What follows belongs to an exercise in optimizing a design on an open flow for small area, a short achievable clock period and few clock cycles; a production flow would make more cautious choices.
No functional check of the RTL was part of any run shown here.
Power and IR drop assume default switching activity.

==> flow/design.v, too long to show whole: its modules and the start of the top module <==
// module requant_argmax_pipe: 1327 lines
module requant_argmax_pipe #(
  parameter int ACC_W       = 25,
  parameter int OUT_W       = 8,
  parameter int MULT_W      = 16,
  parameter int SHIFT_W     = 5,
  parameter int NUM_CLASSES = 10,
  parameter int IDX_W       = $clog2(NUM_CLASSES)
) (
  input  logic                     clk,
  input  logic                     rst_n,
  input  logic                     cfg_load,
  input  logic signed [ACC_W-1:0]  cfg_bias,
  input  logic        [MULT_W-1:0] cfg_mult,
  input  logic       [SHIFT_W-1:0] cfg_shift,
  input  logic                     cfg_round,
  input  logic signed [OUT_W-1:0]  cfg_offset,
  input  logic signed [OUT_W-1:0]  cfg_min,
  input  logic signed [OUT_W-1:0]  cfg_max,
  output logic                     busy,
  input  logic                     in_valid,
  output logic                     in_ready,
  input  logic signed [ACC_W-1:0]  in_data,
  input  logic                     in_last,
  output logic                     out_valid,
  input  logic                     out_ready,
  output logic signed [OUT_W-1:0]  out_data,
  output logic                     out_last,
  output logic                     argmax_valid,
  output logic        [IDX_W-1:0]  argmax_idx,
  output logic signed [OUT_W-1:0]  argmax_val
);
  // ...
==> flow/flow/run.sh <==
#!/bin/bash
# The standard ORFS layout (standard.sh), with two changes to how it is
# made: repair_timing aims for 8.5 ns of setup slack at the design's clock
# period, and the port buffers are buf_2.
set -euo pipefail
bash standard.sh SETUP_SLACK_MARGIN=8.5 "BUFFER_PORTS_ARGS=-buffer_cell sky130_fd_sc_hd__buf_2" finish > standard_flow.log 2>&1
==> flow/standard.sh <==
#!/bin/bash
# synth_recipe.tcl (not shown) runs the flow's synth.tcl, then flattens the netlist and writes it again
# the make line also repeats each setting of config.mk as NAME=value (left out here)
make -C /OpenROAD-flow-scripts/flow DESIGN_CONFIG=/design/flow/config.mk WORK_HOME=/design/flow/orfs CLKGATE_MAP_FILE= SYNTH_SCRIPT=/design/flow/synth_recipe.tcl "${@:-finish}"
==> flow/config.mk <==
export PLATFORM = sky130hd
export DESIGN_NAME = requant_argmax_pipe
export DESIGN_NICKNAME = requant_argmax_pipe
export VERILOG_FILES = /design/flow/design.v
export SDC_FILE = /design/flow/constraint.sdc
export NUM_CORES = 4
export LEC_CHECK = 0
export ABC_AREA = 1
export CAP_MARGIN = 20
export CORE_MARGIN = 2
export CORE_UTILIZATION = 40
export CTS_BUF_LIST = sky130_fd_sc_hd__clkbuf_16
export CTS_CLUSTER_DIAMETER = 100
export CTS_CLUSTER_SIZE = 30
export SLEW_MARGIN = 20
==> flow/constraint.sdc <==
create_clock -name core_clock -period 12.0 [get_ports {clk}]
set_input_delay 2.4000 -clock core_clock [delete_from_list [all_inputs] [get_ports {clk}]]
set_output_delay 2.4000 -clock core_clock [all_outputs]
set_load 0.01 [all_outputs]
==> flow_summary.ini, run 1 <==
[outcome]
outcome = complete, no violations

[setup_path]
path_depth = 1
cp_num_buf_inv = 1
ff2ff_path_depth = 10
cpLargestDelayFamily = flip-flops
critPathCaptureType = output port

[finish]
stdcell_area_um2 = 31100
final_cell_mix = 742 x nand2_1, 545 x inv_1, 275 x dfxtp_1
seq_area_share_pct = 25.7
inverters = 603
top_regs = mem_q: 54 flops, pa_q: 42 flops, pb_q: 41 flops
multi_input_gates = 2526
layout_commonest_cell = nand2_1
final_cells = 4669

[yosys]
synth_top_area_cell = dfxtp_1
ys_types = 52
synth_adder_area_share_pct = 20.3
synth_top_family_by_area = adder cells
yosysTopAreaCellShare_pct = 22.5

[worst_hold_path]
hp-start = ls_q

[clock_network]
cts_hold_buf = 0
cts_tree = yes

[grt]
grt_pass1_vias = 23500
met3_usage_pct = 3.02

[routing]
dr_wl_met2_um = 38300
first_iter_violations = 2229
drcViolationCount = 0

[sta]
fmax_ghz = 0.287
skew_ns = 0.0312
maxSlewHeadroom_pct = 34.8
fin_crit_ns = 3.48

[power_and_ir_drop]
p_leak_nw = 15.4
power_frac_clock_pct = 9.8
powerComb_mw = 5.10

[placed_design]
place_area_um2 = 29400
portBuffers = 126

[job]
max-cap-violations = 0
==> run 2, diff against run 1 <==
--- a/flow/design.v
+++ b/flow/design.v
@@ -75,18 +75,17 @@
       offset_q <= cfg_offset;
       min_q    <= cfg_min;
       max_q    <= cfg_max;
     end
   end
   logic signed [24:0] d_q;
   logic signed [25:0] s_q;
   logic        [41:0] pa_q, pb_q;
-  logic        [10:0] u_q;
-  logic               fits_q, sgn_q;
+  logic        [41:0] p_q;
   logic               vd_q, vs_q, vt_q, vu_q;
   logic               ld_q, ls_q, lt_q, lu_q;
   logic signed [25:0] s_sum;
   logic        [25:0] sadd_a, sadd_b;
   assign sadd_a = {d_q[24], d_q};
   assign sadd_b = {bias_q[24], bias_q};
   assign s_sum = sadd_a + sadd_b;
   logic signed [25:0] s;
@@ -1167,64 +1166,59 @@
   assign mul_w390 = (~mul_y7[26] & mul_y8[24]) | (~mul_y7[26] & mul_w312) | (mul_y8[24] & mul_w312);
   logic mul_w391;
   logic mul_w392;
   assign mul_w391 = mul_y8[25] ^ 1'b1;
   assign mul_w392 = mul_y8[25] & 1'b1;
   assign pa = {mul_w391, mul_w389, mul_w387, mul_w385, mul_w383, mul_w381, mul_w379, mul_w377, mul_w375, mul_w373, mul_w371, mul_w369, mul_w367, mul_w365, mul_w363, mul_w361, mul_w359, mul_w357, mul_w355, mul_w353, mul_w351, mul_w349, mul_w347, mul_w345, mul_w343, mul_w341, mul_w339, mul_w337, mul_w335, mul_w333, mul_w331, mul_w329, mul_w327, mul_w325, mul_w323, mul_w321, mul_w319, mul_w317, mul_w315, mul_w313, mul_y0[1], mul_y0[0]};
   assign pb = {mul_w390, mul_w388, mul_w386, mul_w384, mul_w382, mul_w380, mul_w378, mul_w376, mul_w374, mul_w372, mul_w370, mul_w368, mul_w366, mul_w364, mul_w362, mul_w360, mul_w358, mul_w356, mul_w354, mul_w352, mul_w350, mul_w348, mul_w346, mul_w344, mul_w342, mul_w340, mul_w338, mul_w336, mul_w334, mul_w332, mul_w330, mul_w328, mul_w326, mul_w324, mul_w322, mul_w320, mul_w318, mul_w316, mul_w314, mul_neg1, 1'b0, mul_neg0};
   logic signed [41:0] p;
+  assign p = pa_q + pb_q;
   logic        [41:0] x0;
-  logic        [25:0] x1;
   logic        [17:0] x2;
-  logic        [13:0] x3;
-  logic        [11:0] x4;
   logic        [10:0] x5;
-  logic        [31:0] dif, msk;
-  logic               sg, fits_d;
-  assign p = pa_q + pb_q;
+  logic        [32:0] msk;
+  logic               sg, fits;
   always_comb begin
-    sg     = p[41];
-    x0     = {p[40:0], 1'b0};
-    x1     = shift_q[4] ? x0[41:16] : x0[25:0];
-    x2     = shift_q[3] ? x1[25:8] : x1[17:0];
-    x3     = shift_q[2] ? x2[17:4] : x2[13:0];
-    x4     = shift_q[1] ? x3[13:2] : x3[11:0];
-    x5     = shift_q[0] ? x4[11:1] : x4[10:0];
-    dif    = p[40:9] ^ {32{sg}};
-    for (int j = 0; j < 32; j++) msk[j] = (5'(j) >= shift_q);
-    fits_d = ~|(dif & msk);
+    sg   = p_q[41];
+    x0   = {p_q[40:0], 1'b0};
+    x2   = '0;
+    for (int j = 0; j < 4; j++)
+      x2 = x2 | (x0[8*j +: 18] & {18{shift_q[4:3] == 2'(j)}});
+    x5   = '0;
+    for (int j = 0; j < 8; j++)
+      x5 = x5 | (x2[j +: 11] & {11{shift_q[2:0] == 3'(j)}});
+    for (int j = 0; j < 33; j++) msk[j] = (6'(j) >= {1'b0, shift_q});
+    fits = (&(p_q[41:9] | ~msk)) || !(|(p_q[41:9] & msk));
   end
   logic signed [11:0] kx, hi_d, lo_d, hi_q, lo_q;
   logic               mm_q;
   logic        [8:0]  t9;
   logic               gt, lt, selmax, selmin;
   logic signed [7:0]  res;
   always_comb begin
     kx     = $signed({{3{offset_q[7]}}, offset_q, rc_q});
     hi_d   = $signed({{3{max_q[7]}}, max_q, 1'b0}) + 12'sd2 - kx;
     lo_d   = $signed({{3{min_q[7]}}, min_q, 1'b0}) - kx;
-    t9     = u_q[8:0] + {offset_q, rc_q};
-    gt     = $signed({u_q[10], u_q}) >= hi_q;
-    lt     = $signed({u_q[10], u_q}) < lo_q;
-    selmax = mm_q || (!fits_q && !sgn_q) || (fits_q && gt);
-    selmin = (!fits_q && sgn_q) || (fits_q && lt);
+    t9     = x5[8:0] + {offset_q, rc_q};
+    gt     = $signed({x5[10], x5}) >= hi_q;
+    lt     = $signed({x5[10], x5}) < lo_q;
+    selmax = mm_q || (!fits && !sg) || (fits && gt);
+    selmin = (!fits && sg) || (fits && lt);
     res    = selmax ? max_q : selmin ? min_q : t9[8:1];
   end
   always_ff @(posedge clk) begin
     d_q    <= in_data;
     ld_q   <= in_last;
     s_q    <= s_sum;
     ls_q   <= ld_q;
     pa_q   <= pa;
     pb_q   <= pb;
     lt_q   <= ls_q;
-    u_q    <= x5;
-    fits_q <= fits_d;
-    sgn_q  <= sg;
+    p_q    <= p;
     lu_q   <= lt_q;
     hi_q   <= hi_d;
     lo_q   <= lo_d;
     mm_q   <= min_q > max_q;
   end
   logic              rdy_q, busy_q;
   logic        [2:0] n_q, n_d;
   logic              acc, dlv, busy_d, rdy_d;
==> flow/config.mk (replaced) <==
export PLATFORM = sky130hd
export DESIGN_NAME = requant_argmax_pipe
export DESIGN_NICKNAME = requant_argmax_pipe
export VERILOG_FILES = /design/flow/design.v
export SDC_FILE = /design/flow/constraint.sdc
export NUM_CORES = 4
export LEC_CHECK = 0
export CAP_MARGIN = 20
export CORE_MARGIN = 2
export CORE_UTILIZATION = 40
export CTS_CLUSTER_DIAMETER = 80
export CTS_CLUSTER_SIZE = 25
export SLEW_MARGIN = 20
==> run 2 against run 1 <==
Via count fell by 14%. Flip-flop and latch count grew 29. Sequential share of layout area up 2.7 points. Cell count shrank 20%. Critical path type is now reg2reg. Critical endpoint is now od_q[2]. Largest cell class unchanged.
==> flow_summary.ini, run 2 <==
[finish]
area_growth_pct = 12.4
num-fill-cells = 6387
nNetsFinal = 3309
final_cells = 3749
layout_commonest_cell = dfxtp_1
final_cell_mix = 288 x dfxtp_1, 251 x nand2_1, 249 x a22oi_1
top_regs = mem_q: 54 flops, p_q: 42 flops, pa_q: 42 flops
top_register = mem_q
largest_reg_flops = 54
drive_gt1_share_pct = 14.5
num_antenna_cells = 0

[clock_network]
cts_tree = yes
htree_levels = 1
cts_hold_buf = 0
worstSkewPairLatency_ns = 0.60
clkTransAtPathRegs_ns = 0.09
clock-root-buffer = clkbuf_16
cts_buffers = 26
cts.sinks = 398
clockBufferDepth = 3

[yosys]
synth_area_per_cell_um2 = 9.60
yosysMostFrequentCell = dfxtp_1
ys_warn_count = 2
ys_seq_elements = 398
seq_area_frac_synth_pct = 31.5
yosysTopAreaCellShare_pct = 25.5
synthTopCellsByArea = dfxtp_1 25%, fa_1 13%, ha_1 8.1%
synth-async-reset-ratio_pct = 0
synth_top_area_cell = dfxtp_1
ys_types = 81
synth_area_um2 = 27000
synth_flop_cell = dfxtp_1
synth_edf_count = 54
syn_nets = 3270
synthTopCellsByCount = 344 x dfxtp_1, 257 x nand2_1, 250 x a22oi_1
postSynthCellCount = 2818

[power_and_ir_drop]
p_per_area_nw_per_um2 = 204
p_leak_nw = 12.8
ir_drop_mv = 0.130

[setup_path]
critPathMaxFanout = 8
r2r-end = od_q[2]
r2r_start = shift_q[3]
arrival_ns = 4.45
critPathCaptureType = flip-flop
critPathRequiredTime_ns = 12.49
r2r_slack_ns = 8.03
setup.worst_path.start_class = flip-flop
path_class = reg2reg
ff2ff_path_depth = 19

[placed_design]
hpwl_um = 51400
post-place-ws_ns = 7.02
portBuffers = 126
numPlacedInstances = 3648
gp_congestion = 0.847

[grt]
grt_max_degree = 95
grt_pass1_vias = 22200
antenna_found_initial = 0
grt_usage_pct = 21.7
grt_first_pass_wirelength_um = 122000
gr-total-overflow = 0

[routing]
dr.pass1.iters = 8
avgRoutedWirePerCell_um = 20.4
ant_nets = 0
routed_wl_um = 76600
vias_per_cell = 5.61
drcViolationCount = 0
first_iter_violations = 1684
dr_total_vias = 21000

[sta]
finalHoldViolations = 0
skew_ns = 0.0278
fin_ws_ns = 8.03
drv_slew = 0
period_share_pct = 33.1
maxSlewHeadroom_pct = 34.3
fmax_ghz = 0.252
worst_slew_pin_slew_ns = 0.981
setup_viol = 0
fin_crit_ns = 3.97
rsz0062_at_grt = yes
finalSetupTns_ns = 0

[worst_hold_path]
hp-class = reg2reg
min_to = lu_q
min_path_cells = 0
hp-start = lt_q

[floorplanning]
ios = 127
die_w_um = 264
start_util_pct = 40.3
dieArea_um2 = 69700
rows = 95
core_um2 = 67000
die_y_um = 264

[job]
max-cap-violations = 0

[outcome]
outcome = complete, no violations
run 2: repair_timing:
| item | CTS | global route |
|---|---|---|
| cloned | 0 | 1 |
| buffers inserted | 37 | 16 |
| endpoints found under the setup margin | 120 | 145 |
| gates resized for setup | 118 | 82 |
| pin swaps | 15 | 14 |
run 2: per-stage QoR:
| step | area [um2] | hold WS (ns) | power [mW] | util, % |
|---|---|---|---|---|
| CTS | 29900 | 0.336 | 6.13 | 44.6 |
| global placement | 28300 | 0.319 | 4.89 | 42.2 |
| detailed placement | 28300 | 0.314 | 4.97 | 42.3 |
| finish | 30400 | 0.337 | 6.21 | 45.3 |
| global route | 30400 | 0.347 | 6.71 | 45.3 |
| floorplan | 27200 | 0.310 | 4.07 | - |
run 2: cells by family after synthesis:
group           after synthesis  share of synthesized area [%]
simple gates                527                           9.13
mux                          58                           2.99
xor+xnor                    299                           9.68
flops                       398                           31.5
compound gates              732                           19.1
fa+ha+maj                   354                           21.2
buf+inv                     450                           6.44
run 2: how the worst max path moves through the flow:
stage	startpoint	to	slack, ns	depth (start not counted)
2_1_floorplan	shift_q[3]	od_q[5]	8.23	20
3_3_place_gp	shift_q[3]	mem_q[0][2]	7.08	14
3_5_place_dp	shift_q[3]	mem_q[3][4]	7.02	14
4_1_cts	shift_q[3]	od_q[5]	8.11	17
5_1_grt	shift_q[3]	od_q[7]	7.86	18
6_report	shift_q[3]	od_q[2]	8.03	19
run 2: worst max-delay path, stage by stage, from the launching register on:
cell	delay (ns)
dfxtp_4	0.39
buf_12	0.12
buf_12	0.11
mux4_2	0.52
nand2_2	0.11
nand2_4	0.06
mux2i_4	0.16
mux2i_2	0.11
ha_1	0.33
a211o_1	0.32
o221ai_2	0.16
a21oi_2	0.07
o31ai_2	0.26
nand3_1	0.12
o21ai_2	0.09
mux2_4	0.30
buf_6	0.14
mux2i_4	0.24
a21oi_4	0.10
a21o_1	0.16
run 2: power breakdown:
| part | leakage (nW) | internal (mW) | total, mW | switching (mW) |
|---|---|---|---|---|
| clock | 0.447 | 0.455 | 0.982 | 0.527 |
| combinational | 8.97 | 1.44 | 3.15 | 1.72 |
| sequential | 3.35 | 1.71 | 2.08 | 0.364 |
| total | 12.8 | 3.61 | 6.21 | 2.61 |
run 2: area by class of cell:
type	count	area [um2]	share of cell area [%]
well taps	873	1090	3.59
clock inverters	17	211	0.696
multi-input cells	1970	17200	56.7
repair buffers	210	1590	5.22
flip-flops and latches	398	8620	28.4
inverters	251	951	3.13
clock buffers	30	707	2.33
run 2: metal layers:
layer | vias to the layer above | wire length, um | global-route usage [%]
met4 | 0 | 2610 | 8.40
met2 | 833 | 37600 | 38.1
li1 | 9811 | - | -
met3 | 177 | 5070 | 3.02
met5 | - | 0 | 0
met1 | 10200 | 31300 | 26.8

## what the ideal ports hide
No port has a modelled driver above. Below, the same layouts with a new extraction and two added sets of constraints. Step 1 assumes that a clkbuf_16 drives the clock port and a buf_2 every other input. Step 2 also shifts input and output timing later by t, the mid clock arrival at the registers, as if the neighbouring blocks saw the same clock. Three values: no drivers, after step 1, after step 2; two values: the first two.
| run | t, ns | setup slack, ns | hold WS [ns] | worst slew at a driven data input, ns |
|---|---|---|---|---|
| run 1 | 0.627 | 8.519 / 8.456 / 8.116 | 0.342 / 0.342 / 0.342 | 0.14 |
| run 2 | 0.645 | 8.033 / 8.033 / 7.986 | 0.337 / 0.337 / 0.337 | 0.06 |
After both steps setup and hold are still met in every run listed. For run 1, which loses most, drivers alone change the setup slack by -0.063 ns; drivers and shift together by -0.403 ns.
